Source: an optimization exercise on an open RTL-to-GDS flow (aim: small area, a short achievable clock period and few clock cycles per item). Production flows keep margins and buffers that such runs may drop.
No run shown here included a check of the RTL's function; only the layout flow was run.
Power is estimated from default activity; no workload was simulated.

File: flow/design.v
module fft_pingpong_mem
(
  input  logic        clk,
  input  logic        we,
  input  logic [5:0]  wr_addr,
  input  logic [19:0] wr_data,
  input  logic [7:0]  rd_hi,
  input  logic [7:0]  rd_lo,
  output logic [19:0] rd_data
);
  logic [19:0] mem [64];
  logic [19:0] grp [8];
  always_ff @(posedge clk) begin
    if (we)
      mem[wr_addr] <= wr_data;
  end
  always_comb begin
    for (int g = 0; g < 8; g++) begin
      grp[g] = '0;
      for (int l = 0; l < 8; l++)
        grp[g] = grp[g] | (mem[8*g+l] & {20{rd_lo[l]}});
    end
    rd_data = '0;
    for (int g = 0; g < 8; g++)
      rd_data = rd_data | (grp[g] & {20{rd_hi[g]}});
  end
endmodule
module fft_bitrev_buf
(
  input  logic clk,
  input  logic rst,
  input  logic din_vld,
  input  logic din_last,
  input  logic [9:0] din_re,
  input  logic [9:0] din_im,
  input  logic dout_rdy,
  output logic din_rdy,
  output logic dout_vld,
  output logic dout_last,
  output logic [5:0] dout_idx,
  output logic [9:0] dout_re,
  output logic [9:0] dout_im,
  output logic err_frame
);
  function automatic logic [5:0] bitrev(input logic [5:0] v);
    logic [5:0] r;
    for (int i = 0; i < 6; i++)
      r[i] = v[5-i];
    bitrev = r;
  endfunction
  function automatic logic [7:0] onehot3(input logic [2:0] v);
    onehot3 = 8'd1 << v;
  endfunction
  function automatic logic [5:0] rd_slot(input logic p, input logic [5:0] c);
    rd_slot = p ? c : bitrev(c);
  endfunction
  logic [5:0]  wr_cnt;      
  logic        wr_par;      
  logic        rdy_q;       
  logic [5:0]  rd_cnt;      
  logic        rd_par;      
  logic [7:0]  rd_hi;       
  logic [7:0]  rd_lo;       
  logic        full_q;      
  logic        vld_q;
  logic [19:0] out_data;
  logic [5:0]  out_idx;
  logic        out_last;
  logic        we;
  logic        wr_wrap;
  logic        ld;
  logic        ld_wrap;
  logic [19:0] rd_data;
  logic [5:0]  wr_addr;
  logic [5:0]  wr_cnt_i;    
  logic        wr_par_i;
  logic [5:0]  rd_cnt_i;    
  logic        rd_par_i;
  logic [5:0]  slot_i;
  logic [3:0]  free_c;      
  assign din_rdy  = rdy_q;
  assign dout_vld = vld_q;
  assign we       = din_vld & rdy_q;
  assign wr_wrap  = (wr_cnt == 6'd63);
  assign ld       = (!vld_q | dout_rdy) & (full_q | (we & wr_wrap));
  assign ld_wrap  = (rd_cnt == 6'd63);
  assign wr_addr  = wr_par ? bitrev(wr_cnt) : wr_cnt;
  fft_pingpong_mem u_mem (
    .clk     (clk),
    .we      (we),
    .wr_addr (wr_addr),
    .wr_data ({din_re, din_im}),
    .rd_hi   (rd_hi),
    .rd_lo   (rd_lo),
    .rd_data (rd_data)
  );
  always_comb begin
    wr_cnt_i = wr_cnt + 6'd1;
    wr_par_i = wr_wrap ? ~wr_par : wr_par;
    rd_cnt_i = rd_cnt + 6'd1;
    rd_par_i = ld_wrap ? ~rd_par : rd_par;
    slot_i   = rd_slot(rd_par_i, rd_cnt_i);
    free_c[0] = (wr_par   == rd_par)   || (wr_cnt   < rd_cnt);
    free_c[1] = (wr_par   == rd_par_i) || (wr_cnt   < rd_cnt_i);
    free_c[2] = (wr_par_i == rd_par)   || (wr_cnt_i < rd_cnt);
    free_c[3] = (wr_par_i == rd_par_i) || (wr_cnt_i < rd_cnt_i);
  end
  always_ff @(posedge clk) begin
    if (rst) begin
      wr_cnt    <= '0;
      wr_par    <= 1'b0;
      rdy_q     <= 1'b1;
      rd_cnt    <= '0;
      rd_par    <= 1'b0;
      rd_hi     <= 8'd1;
      rd_lo     <= 8'd1;
      full_q    <= 1'b0;
      vld_q     <= 1'b0;
      err_frame <= 1'b0;
    end else begin
      rdy_q <= free_c[{we, ld}];
      if (we) begin
        wr_cnt <= wr_cnt_i;
        wr_par <= wr_par_i;
        if (din_last != wr_wrap)
          err_frame <= 1'b1;
      end
      if (ld) begin
        rd_cnt <= rd_cnt_i;
        rd_par <= rd_par_i;
        rd_hi  <= onehot3(slot_i[5:3]);
        rd_lo  <= onehot3(slot_i[2:0]);
      end
      if (we & wr_wrap)
        full_q <= 1'b1;
      else if (ld & ld_wrap)
        full_q <= 1'b0;
      if (ld)
        vld_q <= 1'b1;
      else if (dout_rdy)
        vld_q <= 1'b0;
    end
  end
  always_ff @(posedge clk) begin
    if (rst) begin
      out_data <= '0;
      out_idx  <= '0;
      out_last <= 1'b0;
    end else if (ld) begin
      out_data <= rd_data;
      out_idx  <= bitrev(rd_cnt);
      out_last <= ld_wrap;
    end else if (dout_rdy) begin
      out_data <= '0;
      out_idx  <= '0;
      out_last <= 1'b0;
    end
  end
  assign dout_re   = out_data[19:10];
  assign dout_im   = out_data[9:0];
  assign dout_idx  = out_idx;
  assign dout_last = out_last;
endmodule
File: flow/constraint.sdc
create_clock -name core_clock -period 6.5 [get_ports {clk}]
set_input_delay 1.3000 -clock core_clock [delete_from_list [all_inputs] [get_ports {clk}]]
set_output_delay 1.3000 -clock core_clock [all_outputs]
set_load 0.01 [all_outputs]
File: flow/run.sh
#!/bin/bash
# synth_recipe.tcl (not shown) runs the flow's synth.tcl, then flattens the netlist and writes it again
# the make line also repeats each setting of config.mk as NAME=value (left out here)
make -C /OpenROAD-flow-scripts/flow DESIGN_CONFIG=/design/flow/config.mk WORK_HOME=/design/flow/orfs CLKGATE_MAP_FILE= SYNTH_SCRIPT=/design/flow/synth_recipe.tcl finish
File: flow/config.mk
export PLATFORM = sky130hd
export DESIGN_NAME = fft_bitrev_buf
export DESIGN_NICKNAME = fft_bitrev_buf
export VERILOG_FILES = /design/flow/design.v
export SDC_FILE = /design/flow/constraint.sdc
export NUM_CORES = 4
export LEC_CHECK = 0
export CAP_MARGIN = 20
export CORE_MARGIN = 2
export CORE_UTILIZATION = 40
export CTS_BUF_LIST = sky130_fd_sc_hd__clkbuf_16
export CTS_CLUSTER_DIAMETER = 80
export CTS_CLUSTER_SIZE = 25
export SETUP_SLACK_MARGIN = 4.3
export SLEW_MARGIN = 20
==> parameters.txt, run 1 <==
Parameter                              Value

Clock network
  Longest Clk Path Bufs ... 3
  Insertion delay of the later-clocked pin in the worst-skew pair ... ~0.73 ns
  Number of buffers inserted for hold repair after clock tree synthesis ... 0
  Clock slew at the register clock pins of the worst setup and hold paths ... 0.10 ns
  Count of H-tree levels built during CTS ... 2
  Library cell used as clock root buffer ... sky130_fd_sc_hd__clkbuf_16
  Number of CTS-inserted buffers ... 61
  Clock Sinks ... around 1300
  TritonCTS clock tree ... yes

Critical path
  Kind of end point of the critical path ... output port
  Crit path cell chain ... buf_6
  Reg2Reg Capture Point ... out_data[19]
  Setup slack of the most critical reg-to-reg path ... approximately 4.1 ns
  CP Capture Point ... dout_re[7]
  Data arrival time of the critical path ... 1.29 ns
  Crit path depth ... 1
  Crit. Startpoint ... out_data[17]
  Cell type group with the largest total delay on the critical path ... flip-flops
  Crit-path slowest cell ... sky130_fd_sc_hd__dfxtp_4
  Worst Path Class, Setup ... flip-flop to output port
  Worst Path Max Fanout ... 2
  Delay of the slowest cell on the worst path ... 0.43 ns
  Kind of start point of the critical path ... flip-flop
  Number of cell instances on the worst register-to-register path ... 7
  Data required time at the worst endpoint ... between 5 and 6 ns
  CP Buf/Inv Count ... 1
  Reg2reg start ... rd_lo[4]

Run
  Maximum capacitance violations ... 0

Placement
  Quantity of I/O buffers inserted on ports ... 54
  Number of placed cells counting well taps ... between 4000 and 5000
  Sum of net half-perimeters after detailed placement ... 77520 µm
  Placer congestion estimate ... 0.8722
  Placed cell area ... around 0.052 mm²

Synth
  Commonest cells in the netlist ... sky130_fd_sc_hd__edfxtp_1 (1280), sky130_fd_sc_hd__a22oi_1 (720), sky130_fd_sc_hd__nand4_1 (181), sky130_fd_sc_hd__clkbuf_1 (152), sky130_fd_sc_hd__nor2_1 (91)
  Yosys cell types ... 51
  Most used standard cell by instance count after synthesis ... sky130_fd_sc_hd__edfxtp_1
  Post-synthesis share of cell area spent on full adders, half adders and majority gates ... 0.005593
  Largest area contributor in the synthesized netlist ... sky130_fd_sc_hd__edfxtp_1
  Post-synthesis sequential area ratio ... 0.8058
  Post-synthesis simple-gate area fraction ... 0.04373
  Mean instance size in the synthesized netlist ... 17.40 µm²
  Share of synthesized area spent on multiplexers ... 0.001474
  Synth area leaders ... sky130_fd_sc_hd__edfxtp_1 (78%), sky130_fd_sc_hd__a22oi_1 (11%), sky130_fd_sc_hd__dfxtp_1 (2.5%)
  Total nets after synthesis ... 2876
  XOR/XNOR Fraction of Synth Area ... 0.004220
  Proportion of synthesized flip-flops having asynchronous set or reset ... 0
  Yosys warnings ... 3
  Count of flip-flops with a built-in enable after synthesis ... 1280
  Most common flop cell mapped by yosys ... sky130_fd_sc_hd__edfxtp_1
  Area share of the largest cell type after synthesis ... 0.7810
  Complex-gate fraction of the synthesized area ... 0.1226
  Gate Count Post-Synth ... around 2800
  Main combinational cell family by area after synthesis ... compound AO/OA/AOI/OAI gates
  Post-synthesis instance area ... 0.04922 mm²
  Synthesis-stage register bit count ... 1341

Floorplan
  Core region area ... 0.1219 mm²
  Total die area ... roughly 0.13 mm²
  Starting utilization of the core area ... 0.4038
  Die Span Y ... 354.8 µm
  I/O pin count ... 55
  Horiz. Die Dim ... 354.8 µm
  # rows ... 128

STA
  Total count of max-transition violations in the final report ... 0
  Sum of negative setup slack ... 0 ns
  Period Utilization, post-route ... 0.3989
  Worst hold slack ... 0.4814 ns
  Fin. Hold Viols ... 0
  Worst slew slack as a fraction of its limit ... 0.3559
  Worst-Margin Slew ... 0.9662 ns
  Minimum clock period after layout ... 2.593 ns
  Fmax achieved ... 0.3857 GHz
  Setup repair after global routing missed its margin ... yes
  Total of endpoints with negative setup slack in the final report ... 0
  Clock Skew ... 0.04154 ns

Cells and area
  Area of all sequential standard cells ... 0.03980 mm²
  Area occupied by multi-input gates ... roughly 0.011 mm²
  Post-Layout Cell Count ... 4877
  Share of layout cells above drive strength 1 ... 0.2656
  Area grow syn2layout ... 22.67%
  Total non-filler cell area in the finished layout ... 0.06038 mm²
  Count of filler cells inserted in the layout ... 9667
  Number of nets in the layout ... 3254

Detailed routing
  WL per Instance ... 33.91 µm
  Number of DRC violations after detailed routing ... 0
  First-pass iteration count of the detailed router ... 5
  Detailed-route vias per instance ... 6.409
  Final routed wirelength across all metal layers ... around 170000 µm
  Violation count after the first detailed-route iteration ... between 5000 and 6000
  Via total after detailed routing ... 31260
  DRT antenna net count ... 0

GRT
  Vias in the first global route ... 29350
  GR met2 Demand/Resource ... 0.3965
  Global-route met1 utilization ... 0.3411
  Global-route usage over all layers ... 0.2504
  Total congestion overflow after global routing ... 0
  Routing layer with the top usage in global route ... met2
  Initial antenna violation count ... 9
  Largest net degree at the start of global routing ... 82
  Met3 Resource Use GR ... 0.05318
  First-pass GRT wire length ... approximately 220000 µm

Power and ir drop
  Static Leakage ... between 0.015 and 0.02 µW
  Pwr Density ... 236.8 mW/mm²
  Worst-case vdd ir drop ... 0.2276 mV
  Post-route total power ... 14300 µW

Status
  Result of the run ... finished clean

Worst hold path
  Class of the tightest hold or removal check ... flip-flop to flip-flop
==> where the power goes <==
group	internal, µW	leakage [µW]	total, µW	switching, µW
Clock	1780	0.000989	4430	2650
Sequential	9460	0.0120	9470	11.4
Combinational	99.1	0.00507	404	305
==> how the worst min path moves through the flow <==
| stage | start | slack, ns | endpoint | cells after the start |
|---|---|---|---|---|
| finish | out_idx[5] | 0.48 | out_idx[5] | 2 |
| CTS | out_idx[5] | 0.48 | out_idx[5] | 2 |
| global route | out_data[19] | 0.50 | out_data[19] | 2 |
| detailed placement | out_idx[5] | 0.46 | out_idx[5] | 2 |
| global placement | err_frame | 0.47 | err_frame | 2 |
| floorplan | out_data[0] | 0.49 | out_data[0] | 2 |
==> placed cells by master (no fill, tap or decap), drive strengths merged, types with 5 or more instances in the layout <==
master,instances
a22oi,720
nand4,181
and2,6
clkinv,5
xnor2,17
nor2,156
inv,48
nand2b,7
xor2,5
o21ai,23
edfxtp,1280
clkbuf,71
nor3,6
ha,22
mux2i,5
buf,428
a21oi,44
nand2,65
or3,5
nand3,43
dfxtp,61
a22o,7
==> per-stage QoR <==
step	util	setup slack, ns
after global routing	0.4953	3.892
after detailed placement	0.4270	2.536
final	0.4954	3.907
after floorplan	-	3.949
after CTS	0.4847	3.891
after global placement	0.4270	2.553
==> flip-flops by register name, summed over array words and instances, names as in the netlist <==
name       flops
vld_q          1
rdy_q          1
out_idx        6
wr_cnt         6
u_mem.mem   1280
out_last       1
rd_cnt         6
rd_par         1
wr_par         1
err_frame      1
rd_lo          8
rd_hi          8
out_data      20
full_q         1
==> logic make-up (layout without fill, tap and decap cells) <==
logic type / after synthesis / count (layout)
other: 0 / 3
XOR/XNOR: 22 / 22
flip-flops: 1341 / 1341
buffers and inverters: 205 / 559
AO/OA/AOI/OAI: 823 / 824
multiplexers: 7 / 7
adder cells (fa/ha/maj): 22 / 22
AND/OR/NAND/NOR: 409 / 474
==> timing repair <==
action,4_1_cts,5_1_grt
setup endpoints to repair,1362,805
gates resized for setup,412,114
buffers inserted,269,51
gates cloned,79,10
pin swaps,156,117
==> layer usage <==
| metal | wire [µm] | share of wire |
|---|---|---|
| met1 | 61550 | 0.37 |
| met2 | 77110 | 0.47 |
| met3 | 19480 | 0.12 |
| met4 | 7184 | 0.043 |
| met5 | 63 | 0.00038 |
==> area by class of cell <==
type / count / share of cell area
clock inverter: 42 / 0.003523
timing repair inverter: 1 / 0.0001451
timing repair buffer: 441 / 0.09342
multi-input combinational: 1349 / 0.1826
tap: 1625 / 0.03368
inverter: 12 / 0.001181
antenna: 3 / 0.0001243
sequential: 1341 / 0.6592
clock buffer: 63 / 0.02611
==> inputs of run 2 (changes only) <==
--- a/flow/config.mk
+++ b/flow/config.mk
@@ -11,5 +11,5 @@
 export CTS_BUF_LIST = sky130_fd_sc_hd__clkbuf_16
 export CTS_CLUSTER_DIAMETER = 80
 export CTS_CLUSTER_SIZE = 25
-export SETUP_SLACK_MARGIN = 4.3
+export SETUP_SLACK_MARGIN = 4.1
 export SLEW_MARGIN = 20
==> run 2 against run 1 <==
Compared with the run above:
- still clean on timing, DRC and antenna
- area after synthesis unchanged
- global-route usage increased by 0.25 points
- worst setup slack improved by 0.037 ns
- worst hold slack about the same
- power increased by 1.6%
- non-clock buffer count decreased by 58
- critical path depth unchanged
- die area unchanged
- count of clock-buffer cells in the layout increased by 8
- cell count decreased by 1.7%
- synthesized cell count unchanged
- critical endpoint is now dout_re[6]
- highest routed layer unchanged
==> parameters.txt, run 2 <==
Parameter                              Value

Cells and area
  Most common cell after layout, fill and taps aside ... sky130_fd_sc_hd__edfxtp_1
  Largest register FFs ... 1280 (unchanged)
  Most frequent cells in the layout ... sky130_fd_sc_hd__edfxtp_1 (1280), sky130_fd_sc_hd__a22oi_1 (678), sky130_fd_sc_hd__buf_4 (199), sky130_fd_sc_hd__nand4_1 (181), sky130_fd_sc_hd__nor2_4 (121)
  Largest registers ... u_mem.mem x1280, out_data x20
  Number of nets in the layout ... 3201 (-1.6%)
  Register with the most flip-flops ... u_mem.mem
  Utilization after layout ... 0.4839 (-0.01151)
  Total non-filler cell area in the finished layout ... 0.05897 mm² (-2.3%)
  Count of filler cells inserted in the layout ... 9825 (+1.6%)
  Area grow syn2layout ... 19.82%
  Share of layout cells above drive strength 1 ... 0.2307 (-0.03495)

Synth
  Gate Count Post-Synth ... 2829 (unchanged)
  Most used standard cell by instance count after synthesis ... sky130_fd_sc_hd__edfxtp_1
  Yosys cell types ... 51 (unchanged)
  Synthesis-stage register bit count ... 1341 (unchanged)
  Total nets after synthesis ... 2876 (unchanged)
  Mean instance size in the synthesized netlist ... 17.40 µm² (unchanged)
  Post-synthesis sequential area ratio ... 0.8058 (unchanged)
  Synth area leaders ... sky130_fd_sc_hd__edfxtp_1 (78%), sky130_fd_sc_hd__a22oi_1 (11%), sky130_fd_sc_hd__dfxtp_1 (2.5%)
  Area share of the largest cell type after synthesis ... 0.7810 (unchanged)
  Proportion of synthesized flip-flops having asynchronous set or reset ... 0 (unchanged)
  Largest area contributor in the synthesized netlist ... sky130_fd_sc_hd__edfxtp_1
  Yosys warnings ... 3 (unchanged)
  Post-synthesis instance area ... 0.04922 mm² (unchanged)
  Commonest cells in the netlist ... sky130_fd_sc_hd__edfxtp_1 (1280), sky130_fd_sc_hd__a22oi_1 (720), sky130_fd_sc_hd__nand4_1 (181), sky130_fd_sc_hd__clkbuf_1 (152), sky130_fd_sc_hd__nor2_1 (91)
  Count of flip-flops with a built-in enable after synthesis ... 1280 (unchanged)
  Most common flop cell mapped by yosys ... sky130_fd_sc_hd__edfxtp_1

Floorplan
  I/O pin count ... 55 (unchanged)
  Total die area ... 0.1259 mm² (unchanged)
  # rows ... 128 (unchanged)
  Starting utilization of the core area ... 0.4038 (unchanged)
  Horiz. Die Dim ... 354.8 µm (unchanged)
  Core region area ... 0.1219 mm² (unchanged)
  Die Span Y ... 354.8 µm (unchanged)

Critical path
  Setup slack of the most critical reg-to-reg path ... 3.99 ns (-0.14 ns)
  CP Buf/Inv Count ... 1 (unchanged)
  Crit path depth ... 1 (unchanged)
  Data required time at the worst endpoint ... 5.20 ns (about the same)
  Number of cell instances on the worst register-to-register path ... 9 (+2)
  Crit path cell chain ... buf_6
  Reg2reg start ... wr_cnt[0]
  Crit-path slowest cell ... sky130_fd_sc_hd__dfxtp_4
  Cell type group with the largest total delay on the critical path ... flip-flops
  Data arrival time of the critical path ... 1.26 ns (-0.03 ns)
  Kind of end point of the critical path ... output port
  Delay of the slowest cell on the worst path ... 0.45 ns (+0.02 ns)
  Worst Path Max Fanout ... 2 (unchanged)
  Crit. Startpoint ... out_data[16]
  Kind of start point of the critical path ... flip-flop
  Worst Path Class, Setup ... flip-flop to output port

GRT
  Initial antenna violation count ... 2 (-7)
  Vias in the first global route ... 29140 (-0.74%)
  Global-route usage over all layers ... 0.2529 (+0.002461)
  First-pass GRT wire length ... 224600 µm (+0.15%)
  Largest net degree at the start of global routing ... 65 (-21%)
  Total congestion overflow after global routing ... 0 (unchanged)

Run
  Maximum capacitance violations ... 0 (unchanged)

STA
  Slack of the critical path ... 3.944 ns (+0.03735 ns)
  Total count of max-transition violations in the final report ... 0 (unchanged)
  Sum of negative setup slack ... 0 ns (unchanged)
  Clock Skew ... 0.03435 ns (-0.007190 ns)
  Worst slew slack as a fraction of its limit ... 0.2839 (-0.07200)
  Worst-Margin Slew ... 1.073 ns (+0.1065 ns)
  Period Utilization, post-route ... 0.3932 (-0.005746)
  Setup repair after global routing missed its margin ... yes
  Fin. Hold Viols ... 0 (unchanged)
  Minimum clock period after layout ... 2.556 ns (-0.03735 ns)
  Total of endpoints with negative setup slack in the final report ... 0 (unchanged)
  Worst hold slack ... 0.4815 ns (+0.00005800 ns)
  Fmax achieved ... 0.3913 GHz (+1.5%)

Clock network
  Insertion delay of the later-clocked pin in the worst-skew pair ... 0.67 ns (-0.06 ns)
  Number of CTS-inserted buffers ... 66 (+8.2%)
  TritonCTS clock tree ... yes
  Clock Sinks ... 1341 (unchanged)
  Longest Clk Path Bufs ... 3 (unchanged)
  Library cell used as clock root buffer ... sky130_fd_sc_hd__clkbuf_16
  Count of H-tree levels built during CTS ... 3 (+1)
  Clock slew at the register clock pins of the worst setup and hold paths ... 0.09 ns (about the same)

Detailed routing
  Detailed-route vias per instance ... 6.435 (+0.40%)
  First-pass iteration count of the detailed router ... 6 (+1)
  WL per Instance ... 33.92 µm (about the same)
  Final routed wirelength across all metal layers ... 162700 µm (-1.6%)
  Via total after detailed routing ... 30860 (-1.3%)
  DRT antenna net count ... 0 (unchanged)
  Violation count after the first detailed-route iteration ... 4687 (-12%)
  Number of DRC violations after detailed routing ... 0 (unchanged)

Power and ir drop
  Worst-case vdd ir drop ... 0.2415 mV (+6.1%)
  Static Leakage ... 0.01752 µW (-3.2%)
  Pwr Density ... 246.4 mW/mm² (+4.1%)

Worst hold path
  Min-Delay Path Depth ... 2 (unchanged)
  Min-delay src ... out_data[19]
  Class of the tightest hold or removal check ... flip-flop to flip-flop

Placement
  Quantity of I/O buffers inserted on ports ... 54 (unchanged)
  Sum of net half-perimeters after detailed placement ... 77610 µm (+0.12%)
  Placed cell area ... 0.05203 mm² (about the same)
  Pre-CTS setup slack ... 2.615 ns (+0.07868 ns)
  Placer congestion estimate ... 0.9200 (+5.5%)

Status
  Result of the run ... finished clean
-- run 2: repair_timing --
action                     4_1_cts  5_1_grt
pin swaps                      128       42
hold buffers                     0        0
gates resized for setup        335       42
cloned                          77        1
setup buffers                  227       45
setup endpoints to repair     1362      893
-- run 2: routing by layer --
layer / track usage / part of all wire
met1: 0.3361 / 0.37
met5: 0 / 0.000068
met3: 0.07369 / 0.13
met4: 0.1038 / 0.049
met2: 0.3908 / 0.46
-- run 2: cells by family (layout without fill, tap and decap cells) --
kind of cell / after synthesis / in the layout / synth area share
compound gates: 823 / 825 / 0.1226
xor+xnor: 22 / 22 / 0.004220
fa+ha+maj: 22 / 22 / 0.005593
buf+inv: 205 / 478 / 0.01663
flops: 1341 / 1341 / 0.8058
mux: 7 / 7 / 0.001474
other cells: 0 / 2 / 0
simple gates: 409 / 474 / 0.04373
-- run 2: final cells by class --
| type | count | area, µm² | area share |
|---|---|---|---|
| Timing Repair Buffer | 383 | 4693 | 0.07958 |
| Inverter | 12 | 50.05 | 0.0008487 |
| Sequential cell | 1341 | 39780 | 0.6746 |
| Clock inverter | 12 | 145.1 | 0.002461 |
| Multi-Input combinational cell | 1350 | 10490 | 0.1778 |
| Clock buffer | 71 | 1777 | 0.03013 |
| Tap cell | 1625 | 2033 | 0.03448 |
| Antenna cell | 2 | 5.005 | 0.00008487 |
-- run 2: metrics by stage --
stage / total power, µW / cells
3_3_place_gp: 9975 / 4361
4_1_cts: 14560 / 4748
2_1_floorplan: 9762 / 2829
5_1_grt: 14870 / 4794
6_report: 14530 / 4796
3_5_place_dp: 9988 / 4361
-- run 2: power by group --
part / internal, µW / total [µW] / switching [µW]
Clock: 2040 / 4680 / 2640
Combinational: 83.7 / 387 / 303
Sequential: 9460 / 9470 / 11.6
Total: 11600 / 14500 / 2960
-- run 2: path summary, 6_finish.rpt --
check | endpoint
setup reg to reg | rdy_q
setup / recovery | dout_re[6]
hold reg to reg | out_data[19]
hold / removal | out_data[19]

==> re-timing with driven ports <==
How much do the figures lean on ideal ports? The routed layouts below were timed once more, with nothing changed but the port constraints.
Step 1 sets driving cells, clkbuf_16 on the clock port and buf_2 on the other inputs (assumed; they add their load-dependent delay and slew).
Step 2 moves the port delays by t, midway between the first and last clock arrival at a register: inputs arrive t later, outputs are due t later. That takes back most of the time a late clock gives input paths.
Three values: ideal ports, drivers, drivers and shift; two values: the first two.
run | t, ns | setup slack, ns | latest minus earliest clock arrival (ns)
run 1 | 0.784 | 3.907 / 3.831 / 3.591 | 0.047 / 0.046
run 2 | 0.724 | 3.944 / 3.875 / 3.347 | 0.037 / 0.037
After both steps setup and hold are still met in every run listed. The setup slack of run 2, which loses most, moves by -0.069 ns with the drivers and by -0.597 ns with both steps.
